Background: an optimization exercise with open tools, aiming at small area, a short achievable clock period and few clock cycles per item. Do not read the settings as production practice. RTL that was checked went through simulation tests only; none was proved equivalent to the original.

## rev 12
==> flow/design.v <==
package bch_pkg;
	localparam logic [63:0] M_A1_63 = 64'h28140a052330180c;  
	localparam logic [63:0] M_R1_63 = 64'h0603201008040201;  
	localparam logic [63:0] M_A3_63 = 64'h092f3c1e0f2c160b;  
	localparam logic [63:0] M_R3_63 = 64'h2e17201008040201;  
	localparam logic [63:0] M_SQ_63 = 64'h00002b121e0b1001;  
	localparam logic [63:0] M_LT_63 = 64'h0000141e341c143a;  
	localparam logic [7:0]  L1_63   = 8'h3a;  
	localparam logic [8:0]  M3_63   = 9'h057;
	localparam int          NPOW_63 = 8;  
	localparam logic [63:0] POW_63 = 64'h1f0d2f0911130c01;
	localparam logic [63:0] M_A1_255 = 64'h261387cde8743a1d;  
	localparam logic [63:0] M_R1_255 = 64'h8040201008040201;  
	localparam logic [63:0] M_A3_255 = 64'hfe7f844221abee77;  
	localparam logic [63:0] M_R3_255 = 64'h8040201008040201;  
	localparam logic [63:0] M_SQ_255 = 64'hcb46918b42771001;  
	localparam logic [63:0] M_LT_255 = 64'hf61002642a242cd6;  
	localparam logic [7:0]  L1_255   = 8'hd6;  
	localparam logic [8:0]  M3_255   = 9'h177;
	localparam int          NPOW_255 = 32;  
	localparam logic [255:0] POW_255 = 256'h1b2cf712c3511c8295e3fce649a84f853b810dd9fefd655f5d466a9d8f4c1d01;
	localparam int Q63 = 8;
	function automatic logic [7:0] lin(input logic [7:0] x, input logic [63:0] m);
		lin = '0;
		for (int i = 0; i < 8; i++) begin
			if (x[i]) lin = lin ^ m[8*i +: 8];
		end
	endfunction
	function automatic logic [7:0] div_a(input logic is63, input logic [7:0] u);
		if (is63) div_a = {2'b00, u[0], u[5:1]} ^ {7'd0, u[0]};
		else div_a = {u[0], u[7:1]} ^ {4'd0, u[0], u[0], u[0], 1'b0};
	endfunction
	function automatic logic [7:0] div_x3(input logic is63, input logic [7:0] u);
		if (is63) div_x3 = 8'((u[0] ? ({1'b0, u} ^ M3_63) : {1'b0, u}) >> 1);
		else div_x3 = 8'((u[0] ? ({1'b0, u} ^ M3_255) : {1'b0, u}) >> 1);
	endfunction
	function automatic logic [7:0] add_mod(input logic is63, input logic [7:0] a,
		input logic [7:0] b);
		logic [7:0] g, t, gg, tt, gn, tn, c;
		logic       w;
		g = a & b;
		t = a ^ b;
		gg = g;
		tt = t;
		for (int d = 1; d < 8; d = d * 2) begin
			gn = gg;
			tn = tt;
			for (int i = d; i < 8; i++) begin
				gn[i] = gg[i] | (tt[i] & gg[i-d]);
				tn[i] = tt[i] & tt[i-d];
			end
			gg = gn;
			tt = tn;
		end
		w = is63 ? (gg[5] | tt[5]) : (gg[7] | tt[7]);
		c[0] = w;
		for (int i = 1; i < 8; i++) begin
			c[i] = gg[i-1] | (tt[i-1] & w);
		end
		add_mod = t ^ c;
		if (is63) add_mod[7:6] = 2'b00;
	endfunction
endpackage
module bch_syndrome (
	input                          clk,
	input                          rstn,
	input                          i_set,
	input  [1:0]                   i_code,
	input  [8-1:0]       i_data,
	output                         o_ready,
	output                         o_valid,
	input                          i_take,
	output logic [7:0]             o_s1,
	output logic [7:0]             o_s3,
	output logic                   o_is63
);
	logic [4:0] cnt_q;
	logic       pend_q;
	logic       busy;
	logic       en;
	logic       last;
	logic [7:0] bits;
	logic [7:0] s1_fb;
	logic [7:0] s3_fb;
	assign busy = (cnt_q != 5'd0);
	assign en = !pend_q || i_take;
	assign o_ready = en;
	assign last = busy && (cnt_q == (o_is63 ? 5'd7 : 5'd31));
	assign o_valid = pend_q;
	always_comb begin
		s1_fb = '0;
		s3_fb = '0;
		if (busy) begin
			if (o_is63) begin
				s1_fb = bch_pkg::lin(o_s1, bch_pkg::M_A1_63);
				s3_fb = bch_pkg::lin(o_s3, bch_pkg::M_A3_63);
			end else begin
				s1_fb = bch_pkg::lin(o_s1, bch_pkg::M_A1_255);
				s3_fb = bch_pkg::lin(o_s3, bch_pkg::M_A3_255);
			end
		end
		bits = {i_data[7] & busy, i_data[6:0]};
	end
	always_ff @(posedge clk or negedge rstn) begin
		if (!rstn) begin
			cnt_q <= '0;
			pend_q <= 1'b0;
		end else begin
			if (en && (i_set || busy)) begin
				cnt_q <= last ? 5'd0 : cnt_q + 5'd1;
			end
			pend_q <= (en && last) || (pend_q && !i_take);
		end
	end
	always_ff @(posedge clk) begin
		if (en) begin
			o_s1 <= s1_fb ^ bits;
			o_s3 <= s3_fb ^ bits;
			if (!busy) begin
				o_is63 <= (i_code == 2'd1);
			end
		end
	end
endmodule
module bch_berlekamp (
	input                          clk,
	input                          rstn,
	input                          i_valid,
	output                         o_take,
	input  [7:0]                   i_s1,
	input  [7:0]                   i_s3,
	input                          i_is63,
	output logic                   o_finish,
	output [8-1:0]        o_odata
);
	logic       s_idle, s_a, s_b, s_c, s_e1, s_e2, s_add, s_sort, s_o0, s_o1;
	logic [2:0] j_q;
	logic       is63_q;
	logic [7:0] z_q;
	logic [7:0] r_q;
	logic [7:0] a_q;
	logic       sel_q;
	logic       first_q;
	logic       hit;
	logic [4:0] gi;
	logic       zero;
	logic       found;
	logic [7:0] l;
	logic [7:0] z_step;
	logic [7:0] r_sq;
	logic [7:0] r_exp;
	logic [1:0] a_bits;
	logic       b_last;
	logic [7:0] y;
	logic [7:0] s1_red;
	logic [7:0] s3_red;
	logic [7:0] add_in;
	logic [7:0] p;
	logic       load;
	bch_chien u_search (
		.i_z    (z_q),
		.i_is63 (is63_q),
		.o_hit  (hit),
		.o_i    (gi)
	);
	assign zero = (z_q == 8'd0);
	assign found = hit || zero;
	always_comb begin
		if (zero) begin
			l = 8'd255;
		end else if (is63_q && bch_pkg::Q63 == 2) begin
			l = {2'b00, gi, j_q[0]};
		end else begin
			l = {gi, j_q};
		end
	end
	always_comb begin
		if (is63_q) begin
			a_bits = {a_q[3'd5 - {j_q[1:0], 1'b0}], a_q[3'd4 - {j_q[1:0], 1'b0}]};
			r_sq = bch_pkg::lin(r_q, bch_pkg::M_SQ_63);
			y = bch_pkg::lin(r_q, bch_pkg::M_LT_63) ^ bch_pkg::L1_63;
			b_last = (j_q == 3'd2);
		end else begin
			a_bits = {a_q[3'd7 - {j_q[1:0], 1'b0}], a_q[3'd6 - {j_q[1:0], 1'b0}]};
			r_sq = bch_pkg::lin(r_q, bch_pkg::M_SQ_255);
			y = bch_pkg::lin(r_q, bch_pkg::M_LT_255) ^ bch_pkg::L1_255;
			b_last = (j_q == 3'd3);
		end
		r_exp = a_bits[0] ? bch_pkg::div_x3(is63_q, r_sq) : r_sq;
		if (a_bits[1]) r_exp = bch_pkg::div_x3(is63_q, bch_pkg::div_x3(is63_q, r_exp));
		z_step = bch_pkg::div_a(is63_q, z_q);
		if (i_is63) begin
			s1_red = bch_pkg::lin(i_s1, bch_pkg::M_R1_63);
			s3_red = bch_pkg::lin(i_s3, bch_pkg::M_R3_63);
		end else begin
			s1_red = i_s1;
			s3_red = i_s3;
		end
	end
	assign add_in = first_q ? r_q : z_q;
	assign p = bch_pkg::add_mod(is63_q, a_q, add_in);
	assign load = (s_idle || s_o1) && i_valid;
	logic [7:0] z_d;
	logic [7:0] r_d;
	always_comb begin
		z_d = ({8{load}} & s1_red) | ({8{s_c}} & y) | ({8{s_add}} & p);
		if (s_a) z_d = z_d | (zero ? 8'd255 : z_step);
		if (s_e1) z_d = z_d | (found ? (y ^ 8'd1) : z_step);
		if (s_e2) z_d = z_d | (found ? l : z_step);
		r_d = ({8{load}} & s3_red) | ({8{s_a}}) | ({8{s_b}} & r_exp) | ({8{first_q}} & p);
		if (s_e1) r_d = l;
	end
	assign o_take = load;
	always_ff @(posedge clk or negedge rstn) begin
		if (!rstn) begin
			s_idle <= 1'b1;
			s_a <= 1'b0;
			s_b <= 1'b0;
			s_c <= 1'b0;
			s_e1 <= 1'b0;
			s_e2 <= 1'b0;
			s_add <= 1'b0;
			s_sort <= 1'b0;
			s_o0 <= 1'b0;
			s_o1 <= 1'b0;
			o_finish <= 1'b0;
		end else begin
			s_idle <= (s_idle || s_o1) && !i_valid;
			s_a <= load || (s_a && !found);
			s_b <= (s_a && hit && !zero) || (s_b && !b_last);
			s_c <= s_b && b_last;
			s_e1 <= s_c || (s_e1 && !found);
			s_e2 <= (s_e1 && found) || (s_e2 && !found);
			s_add <= s_e2 && found;
			s_sort <= s_add;
			s_o0 <= s_sort || (s_a && zero);
			s_o1 <= s_o0;
			o_finish <= s_sort || (s_a && zero) || s_o0;
		end
	end
	always_ff @(posedge clk) begin
		if (load || s_c || (s_b ? b_last : found)) begin
			j_q <= '0;
		end else begin
			j_q <= j_q + 3'd1;
		end
		first_q <= s_e1 && found;
		if (load) begin
			is63_q <= i_is63;
		end
		if (s_a && hit) begin
			a_q <= l;
		end
		if (load || s_a || s_c || s_e1 || s_e2 || s_add) begin
			z_q <= z_d;
		end
		if (load || (s_a && zero) || s_b || (s_e1 && found) || (first_q && r_q != 8'd255)) begin
			r_q <= r_d;
		end
		if (s_sort) begin
			sel_q <= !(r_q < z_q);
		end else if (s_o0) begin
			sel_q <= !sel_q;
		end
	end
	assign o_odata = sel_q ? z_q : r_q;
endmodule
module bch_chien (
	input  [7:0]                   i_z,
	input                          i_is63,
	output logic                   o_hit,
	output logic [4:0]             o_i
);
	always_comb begin
		o_hit = 1'b0;
		o_i = '0;
		if (i_is63) begin
			for (int i = 0; i < bch_pkg::NPOW_63; i++) begin
				if (i_z == bch_pkg::POW_63[8*i +: 8]) begin
					o_hit = 1'b1;
					o_i = o_i | 5'(i);
				end
			end
		end else begin
			for (int i = 0; i < bch_pkg::NPOW_255; i++) begin
				if (i_z == bch_pkg::POW_255[8*i +: 8]) begin
					o_hit = 1'b1;
					o_i = o_i | 5'(i);
				end
			end
		end
	end
endmodule
module bch_decoder (
	input                      clk,
	input                      rstn,
	input                      i_set,
	input  [1:0]               i_code,
	input  [8-1:0]   i_data,
	output                     o_ready,
	output                     o_finish,
	output [8-1:0]    o_odata
);
	logic       syn_valid;
	logic       syn_take;
	logic [7:0] s1;
	logic [7:0] s3;
	logic       is63;
	bch_syndrome u_syndrome (
		.clk     (clk),
		.rstn    (rstn),
		.i_set   (i_set),
		.i_code  (i_code),
		.i_data  (i_data),
		.o_ready (o_ready),
		.o_valid (syn_valid),
		.i_take  (syn_take),
		.o_s1    (s1),
		.o_s3    (s3),
		.o_is63  (is63)
	);
	bch_berlekamp u_solver (
		.clk      (clk),
		.rstn     (rstn),
		.i_valid  (syn_valid),
		.o_take   (syn_take),
		.i_s1     (s1),
		.i_s3     (s3),
		.i_is63   (is63),
		.o_finish (o_finish),
		.o_odata  (o_odata)
	);
endmodule
clock: 10.0 ns
lec_check: 0
cap_margin: 20
core_margin: 2
core_utilization: 40
slew_margin: 20
standard.sh (not shown) runs the stock make flow with config.mk's settings and CLKGATE_MAP_FILE= SYNTH_SCRIPT=/design/flow/synth_recipe.tcl, a recipe that flattens the netlist after the stock synthesis.
==> flow/flow/run.sh <==
#!/bin/bash
# Standard layout, with timing repair aiming for 6 ns of setup slack at the
# 10 ns clock, so the paths are optimised for a shorter achieved period.
set -euo pipefail
bash standard.sh SETUP_SLACK_MARGIN=6 finish > make_finish.log 2>&1
Relative to rev 12, the following input files were edited for rev 13:
-- flow/design.v --
<<< rev 12, line 201
	assign p = bch_pkg::add_mod(is63_q, a_q, add_in);
	assign load = (s_idle || s_o1) && i_valid;
	logic [7:0] z_d;
	logic [7:0] r_d;
	always_comb begin
		z_d = ({8{load}} & s1_red) | ({8{s_c}} & y) | ({8{s_add}} & p);
		if (s_a) z_d = z_d | (zero ? 8'd255 : z_step);
		if (s_e1) z_d = z_d | (found ? (y ^ 8'd1) : z_step);
		if (s_e2) z_d = z_d | (found ? l : z_step);
		r_d = ({8{load}} & s3_red) | ({8{s_a}}) | ({8{s_b}} & r_exp) | ({8{first_q}} & p);
		if (s_e1) r_d = l;
	end
	assign o_take = load;
	always_ff @(posedge clk or negedge rstn) begin
>>> rev 13, line 201
	assign p = bch_pkg::add_mod(is63_q, a_q, add_in);
	assign load = (s_idle || s_o1) && i_valid;
	assign o_take = load;
	always_ff @(posedge clk or negedge rstn) begin
<<< rev 12, line 252
			a_q <= l;
		end
		if (load || s_a || s_c || s_e1 || s_e2 || s_add) begin
			z_q <= z_d;
		end
		if (load || (s_a && zero) || s_b || (s_e1 && found) || (first_q && r_q != 8'd255)) begin
			r_q <= r_d;
		end
		if (s_sort) begin
>>> rev 13, line 242
			a_q <= l;
		end
		if (load) begin
			z_q <= s1_red;
		end else if (s_a && zero) begin
			z_q <= 8'd255;
		end else if ((s_a || s_e1 || s_e2) && !found) begin
			z_q <= z_step;
		end else if (s_c) begin
			z_q <= y;
		end else if (s_e1) begin
			z_q <= y ^ 8'd1;
		end else if (s_e2) begin
			z_q <= l;
		end else if (s_add) begin
			z_q <= p;
		end
		if (load) begin
			r_q <= s3_red;
		end else if (s_a && zero) begin
			r_q <= 8'd255;
		end else if (s_b) begin
			r_q <= r_exp;
		end else if (s_e1 && found) begin
			r_q <= l;
		end else if (first_q && r_q != 8'd255) begin
			r_q <= p;
		end
		if (s_sort) begin
[summary]
- Every stage of the flow completed for rev 13, and the final layout passed the timing, design-rule and antenna checks.
- Max freq rev 12 -> rev 13: improved
- From rev 12 to rev 13 the numbers moved as follows: total setup buffers inserted after CTS lost 2; number of instances in the synthesized netlist lost 4; total wire length neither gained nor lost much; xor/xnor cell area share of the yosys netlist lost 0.71 points.
- Rev 12 leaves less setup margin than rev 13.
Testbench counts of rev 13, summed over its fixed seeds: cycles 14,414, frames 512.
For rev 12, only the layout was checked, not whether the RTL still works.

-- static timing again, ports no longer ideal --
The results above use ideal ports. As a check the final layouts listed here were re-extracted and re-timed, cells and wires unchanged. Step 1 sets driving cells, clkbuf_16 on the clock port and buf_2 on the other inputs (assumed; they add their load-dependent delay and slew). Step 2 moves the port delays by t, midway between the first and last clock arrival at a register: inputs arrive t later, outputs are due t later. That takes back most of the time a late clock gives input paths. Slacks: ideal ports / drivers / drivers and shift; pairs: ideal ports / drivers.
| run | shift t [ns] | setup WS [ns] | hold WS [ns] | worst setup path after step 2 |
|---|---|---|---|---|
| rev 12 | 0.362 | 6.079 / 6.045 / 6.139 | 0.394 / 0.394 / 0.394 | register to register |
| rev 13 | 0.366 | 6.112 / 6.074 / 6.254 | 0.375 / 0.375 / 0.375 | register to register |
After both steps setup and hold are still met in every run listed.
